Background: an optimization exercise with open tools, aiming at small area. Do not read the settings as production practice. The RTL was checked by simulation tests, not by an equivalence proof against the original design. Power and IR drop assume default switching activity.

## oak
==> module rv_alu_execute, before the edit <==
module rv_alu_execute (
    input  logic                clk,
    input  logic [32-1:0] instr,
    input  logic                sub,        
    input  logic [32-1:0] rs1,
    input  logic [32-1:0] rs2,
    output logic [32-1:0] value,      
    output logic                illegal
);
    localparam int CUT1 = 11;
    localparam int CUT2 = 22;
    logic [6:0]  opcode;
    logic [2:0]  f3;
    logic [6:0]  f7;
    logic        is_op, is_opi, f7_base, f7_alt;
    logic [31:0] a, b, ax, p, sr_in, sr, x1, x0;
    logic [32:0] c;
    logic        fill, slt_bit, c1_q, c2_q;
    logic        en_add, en_xo, en_ao, en_srl, en_sll, en_slt, en_sltu;
    assign opcode  = instr[6:0];
    assign f3      = instr[14:12];
    assign f7      = instr[31:25];
    assign is_op   = (opcode == 7'b0110011);
    assign is_opi  = (opcode == 7'b0010011);
    assign f7_base = (f7 == 7'b0000000);
    assign f7_alt  = (f7 == 7'b0100000);
    always_comb begin
        illegal = !(is_op || is_opi);
        if (is_op && !(f7_base || (f7_alt && (f3 == 3'b000 || f3 == 3'b101))))
            illegal = 1'b1;
        if (is_opi && f3 == 3'b001 && !f7_base)
            illegal = 1'b1;
        if (is_opi && f3 == 3'b101 && !(f7_base || f7_alt))
            illegal = 1'b1;
    end
    assign en_add  = !illegal && (f3 == 3'b000);
    assign en_sll  = !illegal && (f3 == 3'b001);
    assign en_slt  = !illegal && (f3 == 3'b010);
    assign en_sltu = !illegal && (f3 == 3'b011);
    assign en_xo   = !illegal && (f3 == 3'b100 || f3 == 3'b110);    
    assign en_srl  = !illegal && (f3 == 3'b101);
    assign en_ao   = !illegal && (f3 == 3'b110 || f3 == 3'b111);    
    assign a = rs1;
    assign b = instr[5] ? rs2 : {{20{instr[31]}}, instr[31:20]};
    assign ax  = a ^ {32{sub}};
    assign p   = ax ^ b;                
    always_comb begin
        c[0] = sub;
        for (int i = 0; i < 32; i++) begin
            if (i + 1 == CUT1)      c[i+1] = c1_q;
            else if (i + 1 == CUT2) c[i+1] = c2_q;
            else                    c[i+1] = p[i] ? c[i] : a[i];
        end
    end
    always_ff @(posedge clk) begin
        c1_q <= p[CUT1-1] ? c[CUT1-1] : a[CUT1-1];
        c2_q <= p[CUT2-1] ? c[CUT2-1] : a[CUT2-1];
    end
    assign slt_bit = (en_sltu & ~c[32]) | (en_slt & ((a[31] ^ b[31]) ? a[31] : ~c[32]));
    assign fill = f3[2] & instr[30] & a[31];
    always_comb begin
        for (int i = 0; i < 32; i++) sr_in[i] = f3[2] ? a[i] : a[31-i];
    end
    logic [31:0] lv [0:5];
    assign lv[0] = sr_in;
    for (genvar k = 0; k < 5; k++) begin : g_lvl
        localparam int SB = 4 - k;
        localparam int SH = 1 << SB;
        for (genvar i = 0; i < 32; i++) begin : g_bit
            if (i + SH < 32) assign lv[k+1][i] = b[SB] ? lv[k][i+SH] : lv[k][i];
            else             assign lv[k+1][i] = b[SB] ? fill : lv[k][i];
        end
    end
    assign sr = lv[5];
    assign x1 = ({32{en_add}} & ~c[31:0]) | {32{en_xo}};
    assign x0 = ({32{en_add}} &  c[31:0]) | ({32{en_ao}} & a);
    always_comb begin
        for (int i = 0; i < 32; i++) begin
            value[i] = (p[i] ? x1[i] : x0[i])
                     | (en_srl & sr[i])
                     | (en_sll & sr[31-i]);
        end
        value[0] = value[0] | slt_bit;
    end
endmodule
==> module rv_alu_top, before the edit <==
module rv_alu_top (
    input  logic                   clk,
    input  logic                   arst_n,
    input  logic [5-1:0] awaddr,
    input  logic                   awvalid,
    output logic                   awready,
    input  logic [32-1:0]    wdata,
    input  logic [3:0]             wstrb,
    input  logic                   wvalid,
    output logic                   wready,
    output logic [1:0]             bresp,
    output logic                   bvalid,
    input  logic                   bready,
    input  logic [5-1:0] araddr,
    input  logic                   arvalid,
    output logic                   arready,
    output logic [32-1:0]    rdata,
    output logic [1:0]             rresp,
    output logic                   rvalid,
    input  logic                   rready
);
    logic                wr_rdy_q;       
    logic                wr_fire, wr_en, rd_fire;
    logic [32-1:0] rs1, rs2, instr;
    logic                s1_q, s2_q, s3_q;   
    logic [32-1:0] alu_value;
    logic                alu_illegal;
    logic [32-1:0] result_q;       
    logic                res_ok_q;       
    logic                illegal_flag;
    logic [15:0]         done_count;
    logic [16:0]         inc_c;
    logic [32-1:0] rd_data;
    assign awready = wr_rdy_q;
    assign wready  = wr_rdy_q;
    assign bresp   = 2'b00;
    assign rresp   = 2'b00;
    assign wr_fire = awvalid && wr_rdy_q && wvalid;
    assign rd_fire = arvalid && arready;
    assign wr_en   = wr_fire && (awaddr[1:0] == 2'b00) && (&wstrb);
    always_ff @(posedge clk or negedge arst_n) begin
        if (!arst_n) begin
            wr_rdy_q <= 1'b0;
            bvalid   <= 1'b0;
            arready  <= 1'b0;
            rvalid   <= 1'b0;
            s1_q     <= 1'b0;
            s2_q     <= 1'b0;
            s3_q     <= 1'b0;
        end else begin
            wr_rdy_q <= awvalid && wvalid && !wr_rdy_q && !bvalid;
            arready  <= arvalid && !arready && !rvalid;
            s1_q     <= wr_en && (awaddr[4:2] == 3'd2);
            s2_q     <= s1_q;
            s3_q     <= s2_q;
            if (wr_fire)     bvalid <= 1'b1;
            else if (bready) bvalid <= 1'b0;
            if (rd_fire)     rvalid <= 1'b1;
            else if (rready) rvalid <= 1'b0;
        end
    end
    always_ff @(posedge clk) begin
        if (wr_en && awaddr[4:2] == 3'd0) rs1   <= wdata;
        if (wr_en && awaddr[4:2] == 3'd1) rs2   <= wdata;
        if (wr_en && awaddr[4:2] == 3'd2) instr <= wdata;
    end
    logic sub_q;
    always_ff @(posedge clk) begin
        if (wr_en && awaddr[4:2] == 3'd2)
            sub_q <= (wdata[14:12] == 3'b000) ? (wdata[5] & wdata[30]) : (wdata[14:13] == 2'b01);
    end
    rv_alu_execute i_execute (
        .clk, .instr, .sub(sub_q), .rs1, .rs2, .value(alu_value), .illegal(alu_illegal)
    );
    always_ff @(posedge clk) begin
        if (s3_q) result_q <= alu_value;
    end
    always_comb begin
        inc_c[0] = s3_q;
        for (int i = 0; i < 16; i++) inc_c[i+1] = inc_c[i] & done_count[i];
    end
    always_ff @(posedge clk or negedge arst_n) begin
        if (!arst_n) begin
            res_ok_q     <= 1'b0;
            illegal_flag <= 1'b0;
            done_count   <= '0;
        end else begin
            done_count <= done_count ^ inc_c[15:0];
            res_ok_q     <= res_ok_q | s3_q;
            illegal_flag <= illegal_flag | (s3_q & alu_illegal);
        end
    end
    always_comb begin
        rd_data = '0;
        if (araddr[1:0] == 2'b00 && !rvalid) begin
            case (araddr[4:2])
                3'd0:    rd_data = rs1;
                3'd1:    rd_data = rs2;
                3'd2:    rd_data = instr;
                3'd3:    rd_data = res_ok_q ? result_q : '0;
                3'd4:    rd_data = {done_count, 15'd0, illegal_flag};
                default: rd_data = '0;
            endcase
        end
    end
    always_ff @(posedge clk) begin
        rdata <= rd_data | (rdata & {32{rvalid}});
    end
endmodule
==> flow/config.mk <==
export PLATFORM = sky130hd
export DESIGN_NAME = rv_alu_top
export DESIGN_NICKNAME = rv_alu_top
export VERILOG_FILES = /design/flow/design.v
export SDC_FILE = /design/flow/constraint.sdc
export NUM_CORES = 4
export LEC_CHECK = 0
export ABC_AREA = 1
export CAP_MARGIN = 0
export CORE_MARGIN = 2
export CORE_UTILIZATION = 55
export SLEW_MARGIN = 0
==> flow/constraint.sdc <==
create_clock -name core_clock -period 5.0 [get_ports {clk}]
set_input_delay 1.0000 -clock core_clock [delete_from_list [all_inputs] [get_ports {clk}]]
set_output_delay 1.0000 -clock core_clock [all_outputs]
set_load 0.01 [all_outputs]
standard.sh (not shown) runs the stock make flow with config.mk's settings and CLKGATE_MAP_FILE= SYNTH_SCRIPT=/design/flow/synth_recipe.tcl, a recipe that flattens the netlist after the stock synthesis.
==> flow/flow/run.sh <==
#!/bin/bash
set -euo pipefail
rm -rf scripts_mod
cp -r "$FLOW_HOME/scripts" scripts_mod
printf 'strash\ndch -f\namap\ntopo\n' > scripts_mod/abc_area.script
export SCRIPTS_DIR="$PWD/scripts_mod"
export BUFFER_PORTS_ARGS="-buffer_cell sky130_fd_sc_hd__buf_1"
export CTS_ARGS="-sink_clustering_enable -repair_clock_nets -buf_list sky130_fd_sc_hd__clkbuf_8 -root_buf sky130_fd_sc_hd__clkbuf_16 -sink_clustering_size 20 -dont_use_dummy_load"
bash standard.sh > standard_make.log 2>&1
oak finished all stages; the layout is clean.
Inputs modified between oak and birch:
--- a/flow/design.v
+++ b/flow/design.v
@@ -3,7 +3,6 @@
 module rv_alu_execute (
     input  logic                clk,
     input  logic [32-1:0] instr,
-    input  logic                sub,        
     input  logic [32-1:0] rs1,
     input  logic [32-1:0] rs2,
     output logic [32-1:0] value,      
@@ -17,7 +16,7 @@
     logic        is_op, is_opi, f7_base, f7_alt;
     logic [31:0] a, b, ax, p, sr_in, sr, x1, x0;
     logic [32:0] c;
-    logic        fill, slt_bit, c1_q, c2_q;
+    logic        sub, fill, slt_bit, c1_q, c2_q;
     logic        en_add, en_xo, en_ao, en_srl, en_sll, en_slt, en_sltu;
     assign opcode  = instr[6:0];
     assign f3      = instr[14:12];
@@ -44,6 +43,7 @@
     assign en_ao   = !illegal && (f3 == 3'b110 || f3 == 3'b111);    
     assign a = rs1;
     assign b = instr[5] ? rs2 : {{20{instr[31]}}, instr[31:20]};
+    assign sub = (f3 == 3'b000) ? (instr[5] & instr[30]) : (f3[2:1] == 2'b01);
     assign ax  = a ^ {32{sub}};
     assign p   = ax ^ b;                
     always_comb begin
@@ -154,13 +154,8 @@
         if (wr_en && awaddr[4:2] == 3'd1) rs2   <= wdata;
         if (wr_en && awaddr[4:2] == 3'd2) instr <= wdata;
     end
-    logic sub_q;
-    always_ff @(posedge clk) begin
-        if (wr_en && awaddr[4:2] == 3'd2)
-            sub_q <= (wdata[14:12] == 3'b000) ? (wdata[5] & wdata[30]) : (wdata[14:13] == 2'b01);
-    end
     rv_alu_execute i_execute (
-        .clk, .instr, .sub(sub_q), .rs1, .rs2, .value(alu_value), .illegal(alu_illegal)
+        .clk, .instr, .rs1, .rs2, .value(alu_value), .illegal(alu_illegal)
     );
     always_ff @(posedge clk) begin
         if (s3_q) result_q <= alu_value;
Results
- For the internal power contribution, birch came in about 0.5% lower than oak did.
- Height of the chip essentially unchanged between oak and birch.
- The final reports for birch and oak show logic depth of the worst setup path including buffers higher in the former.
- Of oak and birch, oak shows the higher global-route met2 utilization, with birch below it.
- Compared to oak, birch has data required time at the worst endpoint 0.08 ns higher.
- Delta (birch minus oak): total area of sequential cells fell 30 sq um; final instance area has increased; count of multi-input combinational gates decreased by 38 relative to the old numbers; total power consumption of the routed design decreased about 0.7%.
- Of the two values seen for most crowded layer after global routing, met1 was produced by birch and met2 by oak.
- Lower initial antenna violation count goes to oak over birch.
- What birch reported for cell depth of the worst flop-to-flop path has to be multiplied by 0.926 to get the figure for oak.
- birch against oak: area after synthesis now sits lower; total detailed-routing wirelength now sits higher.

afterwards: timing with drivers on the ports:
The flow's constraints put no driver on any port. The routed layouts listed below were extracted and timed again, unchanged, in two steps.
Step 1 (the two cells are an assumption about what drives the block):
set clk [get_ports {clk}]
set_driving_cell -lib_cell sky130_fd_sc_hd__clkbuf_16 $clk
set_driving_cell -lib_cell sky130_fd_sc_hd__buf_2 [delete_from_list [all_inputs] $clk]
Step 2, shift: input delay + t, output delay - t, t = (earliest + latest rising clock arrival at the registers) / 2. This alone moves slack from input paths to output paths.
Three values: ideal, step 1, step 2; two values: the first two.
run | t (ns) | slack for setup (ns) | hold slack, ns | worst data-port slew with drivers (ns) | pins driven straight from the clock port
oak | 0.429 | 0.502 / 0.502 / 0.502 | 0.360 / 0.360 / 0.360 | 0.04 | 1
birch | 0.442 | 0.427 / 0.427 / 0.427 | 0.336 / 0.336 / 0.336 | 0.04 | 1
After both steps setup and hold are still met in every run listed.
